What follows belongs to an exercise in optimizing a design on an open flow for small area and a short achievable clock period; a production flow would make more cautious choices.
The RTL was checked by simulation tests, not by an equivalence proof against the original design.
Power and IR drop assume default switching activity.

==> inputs of run E <==
==> flow/design.v <==
`default_nettype none
package pla_pkg;
    localparam int C_PLA_N_IN   = 6;
    localparam int C_PLA_N_OUT  = 48;
    localparam int C_PLA_N_TERM = 64;
    typedef enum logic [0:0] {
        ST_INIT = 1'b0,
        ST_RUN  = 1'b1
    } pla_state_t;
    localparam logic C_SEL_AND = 1'b0;
    localparam logic C_SEL_OR  = 1'b1;
endpackage
`default_nettype wire
`default_nettype none
module pla_and_plane
#(
    parameter int N_IN   = pla_pkg::C_PLA_N_IN,
    parameter int N_TERM = pla_pkg::C_PLA_N_TERM
) (
    input  logic              Clk,
    input  logic [N_TERM-1:0] i_we,      
    input  logic [N_IN-1:0]   i_m0,
    input  logic [N_IN-1:0]   i_m1,
    input  logic [N_IN-1:0]   i_a,
    output logic [N_TERM-1:0] o_term
);
    logic [N_IN-1:0] r_m0 [N_TERM];
    logic [N_IN-1:0] r_m1 [N_TERM];
    always_ff @(posedge Clk) begin
        for (int t = 0; t < N_TERM; t++) begin
            if (i_we[t]) begin
                r_m0[t] <= i_m0;
                r_m1[t] <= i_m1;
            end
        end
    end
    always_comb begin
        for (int t = 0; t < N_TERM; t++) begin
            o_term[t] = &((i_a & r_m1[t]) | (~i_a & r_m0[t]));
        end
    end
endmodule
`default_nettype wire
`default_nettype none
module pla_prog
#(
    parameter int N_IN   = pla_pkg::C_PLA_N_IN,
    parameter int N_OUT  = pla_pkg::C_PLA_N_OUT,
    parameter int N_TERM = pla_pkg::C_PLA_N_TERM,
    parameter int TW     = $clog2(N_TERM)
) (
    input  logic             Rst,
    input  logic             Clk,
    input  logic             CE,
    input  logic [N_IN-1:0]  A,
    input  logic             A_Vld,
    output logic [N_OUT-1:0] Q,
    output logic             Q_Vld,
    output logic             Rdy,
    input  logic             Cfg_We,
    input  logic             Cfg_Sel,
    input  logic [TW-1:0]    Cfg_Idx,
    input  logic [N_IN-1:0]  Cfg_Care,
    input  logic [N_IN-1:0]  Cfg_Val,
    input  logic [N_OUT-1:0] Cfg_Or,
    output logic             Cfg_Err
);
    localparam logic [TW-1:0] C_LAST_IDX = TW'(N_TERM - 1);
    logic [TW-1:0]    r_cnt;
    logic             r_rdy;
    logic             r_cfg_err;
    logic [N_TERM-1:0] r_term;
    logic              r_s1_vld;
    logic [N_OUT-1:0]  r_q;
    logic              r_q_vld;
    logic [N_OUT-1:0]  r_or [N_TERM];
    logic              w_init;
    logic              w_and_wr;
    logic              w_or_wr;
    logic [N_TERM-1:0] w_idx_dec;
    logic [N_TERM-1:0] w_and_we;
    logic [N_TERM-1:0] w_or_we;
    logic [N_TERM-1:0] w_term;
    logic [N_OUT-1:0]  w_or_d;
    logic [N_OUT-1:0]  w_or_q;
    assign w_init   = ~r_rdy;
    assign w_and_wr = Cfg_We & r_rdy & (Cfg_Sel == pla_pkg::C_SEL_AND);
    assign w_or_wr  = Cfg_We & r_rdy & (Cfg_Sel == pla_pkg::C_SEL_OR);
    always_comb begin
        for (int t = 0; t < N_TERM; t++) begin
            w_idx_dec[t] = (Cfg_Idx == TW'(t));
            w_and_we[t]  = w_init | (w_and_wr & w_idx_dec[t]);
            w_or_we[t]   = w_init | (w_or_wr & w_idx_dec[t]);
        end
    end
    pla_and_plane #(
        .N_IN   (N_IN),
        .N_TERM (N_TERM)
    ) u_and_plane (
        .Clk    (Clk),
        .i_we   (w_and_we),
        .i_m0   ({N_IN{r_rdy}} & ~(Cfg_Care & Cfg_Val)),
        .i_m1   ({N_IN{r_rdy}} & ~(Cfg_Care & ~Cfg_Val)),
        .i_a    (A),
        .o_term (w_term)
    );
    assign w_or_d = {N_OUT{r_rdy}} & Cfg_Or;
    always_ff @(posedge Clk) begin
        for (int t = 0; t < N_TERM; t++) begin
            if (w_or_we[t]) begin
                r_or[t] <= w_or_d;
            end
        end
    end
    always_ff @(posedge Clk) begin
        if (Rst) begin
            r_cnt     <= '0;
            r_rdy     <= 1'b0;
            r_cfg_err <= 1'b0;
        end else begin
            r_cfg_err <= Cfg_We & ~r_rdy;
            if (!r_rdy) begin
                r_cnt <= r_cnt + 1'b1;
                if (r_cnt == C_LAST_IDX) begin
                    r_rdy <= 1'b1;
                end
            end
        end
    end
    always_comb begin
        w_or_q = '0;
        for (int t = 0; t < N_TERM; t++) begin
            w_or_q = w_or_q | ({N_OUT{r_term[t]}} & r_or[t]);
        end
    end
    always_ff @(posedge Clk) begin
        if (CE) begin
            r_term <= w_term;
        end
    end
    always_ff @(posedge Clk) begin
        if (Rst) begin
            r_s1_vld <= 1'b0;
            r_q      <= '0;
            r_q_vld  <= 1'b0;
        end else if (CE) begin
            r_s1_vld <= A_Vld & r_rdy;
            r_q_vld  <= r_s1_vld;
            if (r_s1_vld) begin
                r_q <= w_or_q;
            end
        end
    end
    assign Q       = r_q;
    assign Q_Vld   = r_q_vld;
    assign Rdy     = r_rdy;
    assign Cfg_Err = r_cfg_err;
endmodule
`default_nettype wire
==> flow/run.sh <==
#!/bin/bash
# synth_recipe.tcl (not shown) runs the flow's synth.tcl, then flattens the netlist and writes it again
# the make line also repeats each setting of config.mk as NAME=value (left out here)
make -C /OpenROAD-flow-scripts/flow DESIGN_CONFIG=/design/flow/config.mk WORK_HOME=/design/flow/orfs CLKGATE_MAP_FILE= SYNTH_SCRIPT=/design/flow/synth_recipe.tcl finish
==> flow/config.mk <==
export PLATFORM = sky130hd
export DESIGN_NAME = pla_prog
export DESIGN_NICKNAME = pla_prog
export VERILOG_FILES = /design/flow/design.v
export SDC_FILE = /design/flow/constraint.sdc
export NUM_CORES = 4
export LEC_CHECK = 0
export CAP_MARGIN = 20
export CORE_MARGIN = 2
export CORE_UTILIZATION = 30
export PLACE_DENSITY = 0.45
export SLEW_MARGIN = 20
==> flow/constraint.sdc <==
create_clock -name core_clock -period 5.0 [get_ports {Clk}]
set_input_delay 1.0000 -clock core_clock [delete_from_list [all_inputs] [get_ports {Clk}]]
set_output_delay 1.0000 -clock core_clock [all_outputs]
set_load 0.01 [all_outputs]
==> run A: changes against run E <==
==> flow/design.v, changed modules only <==
module pla_prog
#(
    parameter int N_IN   = pla_pkg::C_PLA_N_IN,
    parameter int N_OUT  = pla_pkg::C_PLA_N_OUT,
    parameter int N_TERM = pla_pkg::C_PLA_N_TERM,
    parameter int TW     = $clog2(N_TERM)
) (
    input  logic             Rst,
    input  logic             Clk,
    input  logic             CE,
    input  logic [N_IN-1:0]  A,
    input  logic             A_Vld,
    output logic [N_OUT-1:0] Q,
    output logic             Q_Vld,
    output logic             Rdy,
    input  logic             Cfg_We,
    input  logic             Cfg_Sel,
    input  logic [TW-1:0]    Cfg_Idx,
    input  logic [N_IN-1:0]  Cfg_Care,
    input  logic [N_IN-1:0]  Cfg_Val,
    input  logic [N_OUT-1:0] Cfg_Or,
    output logic             Cfg_Err
);
    localparam logic [TW-1:0] C_LAST_IDX = TW'(N_TERM - 1);
    logic [TW-1:0]    r_cnt;
    logic             r_rdy;
    logic             r_rdy_o;
    logic             r_run_a;
    logic             r_run_o;
    logic             r_cfg_err;
    logic [N_TERM-1:0] r_term;
    logic              r_s1_vld;
    logic [N_OUT-1:0]  r_q;
    logic              r_q_vld;
    logic [N_OUT-1:0]  r_or [N_TERM];
    logic              w_and_wr;
    logic              w_or_wr;
    logic [N_TERM-1:0] w_and_we;
    logic [N_TERM-1:0] w_or_we;
    logic [N_TERM-1:0] w_term;
    logic [N_OUT-1:0]  w_or_d;
    logic [N_OUT-1:0]  w_or_q;
    assign w_and_wr = Cfg_We & r_rdy & (Cfg_Sel == pla_pkg::C_SEL_AND);
    assign w_or_wr  = Cfg_We & r_rdy & (Cfg_Sel == pla_pkg::C_SEL_OR);
    logic [7:0] w_lo_dec;
    logic [7:0] w_and_hi;
    logic [7:0] w_or_hi;
    always_comb begin
        for (int k = 0; k < 8; k++) begin
            w_lo_dec[k] = (Cfg_Idx[2:0] == 3'(k));
            w_and_hi[k] = w_and_wr & (Cfg_Idx[5:3] == 3'(k));
            w_or_hi[k]  = w_or_wr  & (Cfg_Idx[5:3] == 3'(k));
        end
        for (int t = 0; t < N_TERM; t++) begin
            w_and_we[t] = ~r_run_a | (w_and_hi[t / 8] & w_lo_dec[t % 8]);
            w_or_we[t]  = ~r_run_o | (w_or_hi[t / 8]  & w_lo_dec[t % 8]);
        end
    end
    pla_and_plane #(
        .N_IN   (N_IN),
        .N_TERM (N_TERM)
    ) u_and_plane (
        .Clk    (Clk),
        .i_we   (w_and_we),
        .i_m0   ({N_IN{r_run_a}} & ~(Cfg_Care & Cfg_Val)),
        .i_m1   ({N_IN{r_run_a}} & ~(Cfg_Care & ~Cfg_Val)),
        .i_a    (A),
        .o_term (w_term)
    );
    assign w_or_d = {N_OUT{r_run_o}} & Cfg_Or;
    always_ff @(posedge Clk) begin
        for (int t = 0; t < N_TERM; t++) begin
            if (w_or_we[t]) begin
                r_or[t] <= w_or_d;
            end
        end
    end
    logic w_sweep_done;
    assign w_sweep_done = (r_cnt == C_LAST_IDX);
    always_ff @(posedge Clk) begin
        if (Rst) begin
            r_cnt     <= '0;
            r_rdy     <= 1'b0;
            r_rdy_o   <= 1'b0;
            r_run_a   <= 1'b0;
            r_run_o   <= 1'b0;
            r_cfg_err <= 1'b0;
        end else begin
            r_cfg_err <= Cfg_We & ~r_rdy;
            r_rdy     <= r_rdy | w_sweep_done;
            r_rdy_o   <= r_rdy_o | w_sweep_done;
            r_run_a   <= r_run_a | w_sweep_done;
            r_run_o   <= r_run_o | w_sweep_done;
            if (!r_rdy) begin
                r_cnt <= r_cnt + 1'b1;
            end
        end
    end
    always_comb begin
        w_or_q = '0;
        for (int t = 0; t < N_TERM; t++) begin
            w_or_q = w_or_q | ({N_OUT{r_term[t]}} & r_or[t]);
        end
    end
    always_ff @(posedge Clk) begin
        if (CE) begin
            r_term <= w_term;
        end
    end
    always_ff @(posedge Clk) begin
        if (Rst) begin
            r_s1_vld <= 1'b0;
            r_q      <= '0;
            r_q_vld  <= 1'b0;
        end else if (CE) begin
            r_s1_vld <= A_Vld & r_rdy;
            r_q_vld  <= r_s1_vld;
            if (r_s1_vld) begin
                r_q <= w_or_q;
            end
        end
    end
    assign Q       = r_q;
    assign Q_Vld   = r_q_vld;
    assign Rdy     = r_rdy_o;
    assign Cfg_Err = r_cfg_err;
endmodule
==> flow/flow/run.sh (new file) <==
#!/bin/bash
set -euo pipefail
bash standard.sh MATCH_CELL_FOOTPRINT=0 \
    'BUFFER_PORTS_ARGS=-buffer_cell sky130_fd_sc_hd__buf_4' finish > standard.log 2>&1
==> flow/standard.sh (new file) <==
#!/bin/bash
# synth_recipe.tcl (not shown) runs the flow's synth.tcl, then flattens the netlist and writes it again
# the make line also repeats each setting of config.mk as NAME=value (left out here)
make -C /OpenROAD-flow-scripts/flow DESIGN_CONFIG=/design/flow/config.mk WORK_HOME=/design/flow/orfs CLKGATE_MAP_FILE= SYNTH_SCRIPT=/design/flow/synth_recipe.tcl "${@:-finish}"
- CORE_UTILIZATION: 30 -> 60
- CTS_CLUSTER_DIAMETER: default -> 60
- CTS_CLUSTER_SIZE: default -> 28
- PLACE_DENSITY: 0.45 -> 0.7
- SETUP_SLACK_MARGIN: default -> 2.5
removed: flow/run.sh
==> run K: changes against run E <==
==> flow/design.v, changed modules only <==
module pla_prog
#(
    parameter int N_IN   = pla_pkg::C_PLA_N_IN,
    parameter int N_OUT  = pla_pkg::C_PLA_N_OUT,
    parameter int N_TERM = pla_pkg::C_PLA_N_TERM,
    parameter int TW     = $clog2(N_TERM)
) (
    input  logic             Rst,
    input  logic             Clk,
    input  logic             CE,
    input  logic [N_IN-1:0]  A,
    input  logic             A_Vld,
    output logic [N_OUT-1:0] Q,
    output logic             Q_Vld,
    output logic             Rdy,
    input  logic             Cfg_We,
    input  logic             Cfg_Sel,
    input  logic [TW-1:0]    Cfg_Idx,
    input  logic [N_IN-1:0]  Cfg_Care,
    input  logic [N_IN-1:0]  Cfg_Val,
    input  logic [N_OUT-1:0] Cfg_Or,
    output logic             Cfg_Err
);
    localparam logic [TW-1:0] C_LAST_IDX = TW'(N_TERM - 1);
    logic [TW-1:0]    r_cnt;
    logic             r_rdy;
    logic             r_rdy_o;
    logic             r_run_a;
    logic             r_run_o;
    logic             r_cfg_err;
    logic [N_TERM-1:0] r_term;
    logic              r_s1_vld;
    logic [N_OUT-1:0]  r_q;
    logic              r_q_vld;
    logic [N_OUT-1:0]  r_or [N_TERM];
    logic              w_and_wr;
    logic              w_or_wr;
    logic [N_TERM-1:0] w_and_we;
    logic [N_TERM-1:0] w_or_we;
    logic [N_TERM-1:0] w_term;
    logic [N_OUT-1:0]  w_or_d;
    logic [N_OUT-1:0]  w_or_q;
    assign w_and_wr = Cfg_We & r_rdy & (Cfg_Sel == pla_pkg::C_SEL_AND);
    assign w_or_wr  = Cfg_We & r_rdy & (Cfg_Sel == pla_pkg::C_SEL_OR);
    logic [7:0] w_lo_dec;
    logic [7:0] w_and_hi;
    logic [7:0] w_or_hi;
    always_comb begin
        for (int k = 0; k < 8; k++) begin
            w_lo_dec[k] = (Cfg_Idx[2:0] == 3'(k));
            w_and_hi[k] = w_and_wr & (Cfg_Idx[5:3] == 3'(k));
            w_or_hi[k]  = w_or_wr  & (Cfg_Idx[5:3] == 3'(k));
        end
        for (int t = 0; t < N_TERM; t++) begin
            w_and_we[t] = ~r_run_a | (w_and_hi[t / 8] & w_lo_dec[t % 8]);
            w_or_we[t]  = ~r_run_o | (w_or_hi[t / 8]  & w_lo_dec[t % 8]);
        end
    end
    pla_and_plane #(
        .N_IN   (N_IN),
        .N_TERM (N_TERM)
    ) u_and_plane (
        .Clk    (Clk),
        .i_we   (w_and_we),
        .i_m0   ({N_IN{r_run_a}} & ~(Cfg_Care & Cfg_Val)),
        .i_m1   ({N_IN{r_run_a}} & ~(Cfg_Care & ~Cfg_Val)),
        .i_a    (A),
        .o_term (w_term)
    );
    assign w_or_d = {N_OUT{r_run_o}} & Cfg_Or;
    always_ff @(posedge Clk) begin
        for (int t = 0; t < N_TERM; t++) begin
            if (w_or_we[t]) begin
                r_or[t] <= w_or_d;
            end
        end
    end
    logic w_sweep_done;
    assign w_sweep_done = (r_cnt == C_LAST_IDX);
    always_ff @(posedge Clk) begin
        if (Rst) begin
            r_cnt     <= '0;
            r_rdy     <= 1'b0;
            r_rdy_o   <= 1'b0;
            r_run_a   <= 1'b0;
            r_run_o   <= 1'b0;
            r_cfg_err <= 1'b0;
        end else begin
            r_cfg_err <= Cfg_We & ~r_rdy;
            r_rdy     <= r_rdy | w_sweep_done;
            r_rdy_o   <= r_rdy_o | w_sweep_done;
            r_run_a   <= r_run_a | w_sweep_done;
            r_run_o   <= r_run_o | w_sweep_done;
            if (!r_rdy) begin
                r_cnt <= r_cnt + 1'b1;
            end
        end
    end
    always_comb begin
        w_or_q = '0;
        for (int t = 0; t < N_TERM; t++) begin
            w_or_q = w_or_q | ({N_OUT{r_term[t]}} & r_or[t]);
        end
    end
    always_ff @(posedge Clk) begin
        if (CE) begin
            r_term <= w_term;
        end
    end
    always_ff @(posedge Clk) begin
        if (Rst) begin
            r_s1_vld <= 1'b0;
            r_q      <= '0;
            r_q_vld  <= 1'b0;
        end else if (CE) begin
            r_s1_vld <= A_Vld & r_rdy;
            r_q_vld  <= r_s1_vld;
            if (r_s1_vld) begin
                r_q <= w_or_q;
            end
        end
    end
    assign Q       = r_q;
    assign Q_Vld   = r_q_vld;
    assign Rdy     = r_rdy_o;
    assign Cfg_Err = r_cfg_err;
endmodule
==> flow/flow/run.sh (new file) <==
#!/bin/bash
set -euo pipefail
bash standard.sh MATCH_CELL_FOOTPRINT=0 \
    'BUFFER_PORTS_ARGS=-buffer_cell sky130_fd_sc_hd__buf_4' finish > standard.log 2>&1
==> flow/standard.sh (new file) <==
#!/bin/bash
# synth_recipe.tcl (not shown) runs the flow's synth.tcl, then flattens the netlist and writes it again
# the make line also repeats each setting of config.mk as NAME=value (left out here)
make -C /OpenROAD-flow-scripts/flow DESIGN_CONFIG=/design/flow/config.mk WORK_HOME=/design/flow/orfs CLKGATE_MAP_FILE= SYNTH_SCRIPT=/design/flow/synth_recipe.tcl "${@:-finish}"
- CORE_UTILIZATION: 30 -> 60
- CTS_CLUSTER_DIAMETER: default -> 40
- CTS_CLUSTER_SIZE: default -> 20
- PLACE_DENSITY: 0.45 -> 0.7
- SETUP_SLACK_MARGIN: default -> 2.5
removed: flow/run.sh
==> run F: changes against run E <==
==> flow/design.v, changed modules only <==
module pla_prog
#(
    parameter int N_IN   = pla_pkg::C_PLA_N_IN,
    parameter int N_OUT  = pla_pkg::C_PLA_N_OUT,
    parameter int N_TERM = pla_pkg::C_PLA_N_TERM,
    parameter int TW     = $clog2(N_TERM)
) (
    input  logic             Rst,
    input  logic             Clk,
    input  logic             CE,
    input  logic [N_IN-1:0]  A,
    input  logic             A_Vld,
    output logic [N_OUT-1:0] Q,
    output logic             Q_Vld,
    output logic             Rdy,
    input  logic             Cfg_We,
    input  logic             Cfg_Sel,
    input  logic [TW-1:0]    Cfg_Idx,
    input  logic [N_IN-1:0]  Cfg_Care,
    input  logic [N_IN-1:0]  Cfg_Val,
    input  logic [N_OUT-1:0] Cfg_Or,
    output logic             Cfg_Err
);
    localparam logic [TW-1:0] C_LAST_IDX = TW'(N_TERM - 1);
    logic [TW-1:0]    r_cnt;
    logic             r_rdy;
    logic             r_rdy_o;
    logic             r_run_a;
    logic             r_run_o;
    logic             r_cfg_err;
    logic [N_TERM-1:0] r_term;
    logic [N_TERM-1:0] r_term_n;
    logic              r_s1_vld;
    logic [N_OUT-1:0]  r_q;
    logic              r_q_vld;
    logic [N_OUT-1:0]  r_or [N_TERM];
    logic              w_and_wr;
    logic              w_or_wr;
    logic [N_TERM-1:0] w_and_we;
    logic [N_TERM-1:0] w_or_we;
    logic [N_TERM-1:0] w_term;
    logic [N_OUT-1:0]  w_or_d;
    logic [N_OUT-1:0]  w_or_q;
    assign w_and_wr = Cfg_We & r_rdy & (Cfg_Sel == pla_pkg::C_SEL_AND);
    assign w_or_wr  = Cfg_We & r_rdy & (Cfg_Sel == pla_pkg::C_SEL_OR);
    logic [7:0] w_lo_dec;
    logic [7:0] w_and_hi;
    logic [7:0] w_or_hi;
    always_comb begin
        for (int k = 0; k < 8; k++) begin
            w_lo_dec[k] = (Cfg_Idx[2:0] == 3'(k));
            w_and_hi[k] = w_and_wr & (Cfg_Idx[5:3] == 3'(k));
            w_or_hi[k]  = w_or_wr  & (Cfg_Idx[5:3] == 3'(k));
        end
        for (int t = 0; t < N_TERM; t++) begin
            w_and_we[t] = ~r_run_a | (w_and_hi[t / 8] & w_lo_dec[t % 8]);
            w_or_we[t]  = ~r_run_o | (w_or_hi[t / 8]  & w_lo_dec[t % 8]);
        end
    end
    pla_and_plane #(
        .N_IN   (N_IN),
        .N_TERM (N_TERM)
    ) u_and_plane (
        .Clk    (Clk),
        .i_we   (w_and_we),
        .i_m0   ({N_IN{r_run_a}} & ~(Cfg_Care & Cfg_Val)),
        .i_m1   ({N_IN{r_run_a}} & ~(Cfg_Care & ~Cfg_Val)),
        .i_a    (A),
        .o_term (w_term)
    );
    assign w_or_d = {N_OUT{r_run_o}} & Cfg_Or;
    always_ff @(posedge Clk) begin
        for (int t = 0; t < N_TERM; t++) begin
            if (w_or_we[t]) begin
                r_or[t] <= w_or_d;
            end
        end
    end
    logic w_sweep_done;
    assign w_sweep_done = (r_cnt == C_LAST_IDX);
    always_ff @(posedge Clk) begin
        if (Rst) begin
            r_cnt     <= '0;
            r_rdy     <= 1'b0;
            r_rdy_o   <= 1'b0;
            r_run_a   <= 1'b0;
            r_run_o   <= 1'b0;
            r_cfg_err <= 1'b0;
        end else begin
            r_cfg_err <= Cfg_We & ~r_rdy;
            r_rdy     <= r_rdy | w_sweep_done;
            r_rdy_o   <= r_rdy_o | w_sweep_done;
            r_run_a   <= r_run_a | w_sweep_done;
            r_run_o   <= r_run_o | w_sweep_done;
            if (!r_rdy) begin
                r_cnt <= r_cnt + 1'b1;
            end
        end
    end
    always_comb begin
        w_or_q = '0;
        for (int t = 0; t < N_TERM; t++) begin
            w_or_q[N_OUT/2-1:0] = w_or_q[N_OUT/2-1:0]
                                | ({(N_OUT/2){r_term[t]}} & r_or[t][N_OUT/2-1:0]);
            w_or_q[N_OUT-1:N_OUT/2] = w_or_q[N_OUT-1:N_OUT/2]
                                | ({(N_OUT/2){~r_term_n[t]}} & r_or[t][N_OUT-1:N_OUT/2]);
        end
    end
    always_ff @(posedge Clk) begin
        if (CE) begin
            r_term   <= w_term;
            r_term_n <= ~w_term;
        end
    end
    always_ff @(posedge Clk) begin
        if (Rst) begin
            r_s1_vld <= 1'b0;
            r_q      <= '0;
            r_q_vld  <= 1'b0;
        end else if (CE) begin
            r_s1_vld <= A_Vld & r_rdy;
            r_q_vld  <= r_s1_vld;
            if (r_s1_vld) begin
                r_q <= w_or_q;
            end
        end
    end
    assign Q       = r_q;
    assign Q_Vld   = r_q_vld;
    assign Rdy     = r_rdy_o;
    assign Cfg_Err = r_cfg_err;
endmodule
==> flow/flow/run.sh (new file) <==
#!/bin/bash
set -euo pipefail
bash standard.sh MATCH_CELL_FOOTPRINT=0 \
    'BUFFER_PORTS_ARGS=-buffer_cell sky130_fd_sc_hd__buf_4' finish > standard.log 2>&1
==> flow/standard.sh (new file) <==
#!/bin/bash
# synth_recipe.tcl (not shown) runs the flow's synth.tcl, then flattens the netlist and writes it again
# the make line also repeats each setting of config.mk as NAME=value (left out here)
make -C /OpenROAD-flow-scripts/flow DESIGN_CONFIG=/design/flow/config.mk WORK_HOME=/design/flow/orfs CLKGATE_MAP_FILE= SYNTH_SCRIPT=/design/flow/synth_recipe.tcl "${@:-finish}"
- CORE_UTILIZATION: 30 -> 60
- CTS_CLUSTER_DIAMETER: default -> 60
- CTS_CLUSTER_SIZE: default -> 28
- PLACE_DENSITY: 0.45 -> 0.7
- SETUP_SLACK_MARGIN: default -> 2.8
removed: flow/run.sh
==> impl_metrics.yaml <==
status:
  status: "no timing/DRC/antenna violations"
clock_network:
  clock_sinks: 4029
power:
  comb_cell_power_uw: 886
synthesis:
  synth_fp_nets: 7816
worst_setup_path:
  cpPeakStageDelay_ns: 0.75
  reg2regPathDepth: 6
  cp_data_required_time_ns: 5.81
placed_design:
  dp_hpwl_mm: 281.2
timing:
  holdWs_ns: 0.4212
the above is filed under run F

==> impl_metrics.yaml <==
clock_network:
  clock_sinks: 3965
placed_design:
  dp_hpwl_mm: 264.2
worst_setup_path:
  reg2regPathDepth: 6
  cp_data_required_time_ns: 5.75
synthesis:
  synth_fp_nets: 7412
status:
  status: "no timing/DRC/antenna violations"
timing:
  holdWs_ns: 0.3795
the above is filed under run A

==> impl_metrics.yaml <==
power:
  comb_cell_power_uw: 1120
status:
  status: "no timing/DRC/antenna violations"
worst_setup_path:
  cpPeakStageDelay_ns: 1.13
  reg2regPathDepth: 5
  cp_data_required_time_ns: 5.83
synthesis:
  synth_fp_nets: 7404
clock_network:
  clock_sinks: 3962
the above is filed under run E

==> impl_metrics.yaml <==
power:
  comb_cell_power_uw: 1190
synthesis:
  synth_fp_nets: 7412
status:
  status: "no timing/DRC/antenna violations"
worst_setup_path:
  cp_data_required_time_ns: 5.84
  reg2regPathDepth: 6
timing:
  holdWs_ns: 0.3049
clock_network:
  clock_sinks: 3965
the above is filed under run K

[what the ideal ports hide]
Ports are ideal in the flow. The routed layouts listed here were re-timed in OpenROAD. Step 1: set_driving_cell puts a clkbuf_16 on Clk and a buf_2 on each other input, an assumption about the parent block. Step 2 times the ports against the registers' clock, not the clock port: input delays grow and output delays shrink by t, the midpoint of the rising clock arrivals with the driver on. Slacks: ideal / step 1 / step 2; pairs: ideal / step 1.
run | t, ns | setup WS [ns] | worst hold slack (ns) | worst register clock-pin slew, ns
run E | 1.094 | 1.345 / 1.345 / 0.707 | 0.502 / 0.502 / 0.502 | 0.07 / 0.07
run A | 0.992 | 2.329 / 2.329 / 1.511 | 0.379 / 0.311 / 0.454 | 0.11 / 0.11
run K | 1.062 | 2.108 / 2.108 / 1.546 | 0.305 / 0.229 / 0.444 | 0.08 / 0.08
run F | 1.018 | 1.980 / 1.980 / 1.314 | 0.421 / 0.344 / 0.502 | 0.11 / 0.11
After both steps every run listed still meets setup and hold. For run A, which loses most, drivers alone change the setup slack by 0.000 ns; drivers and shift together by -0.818 ns.
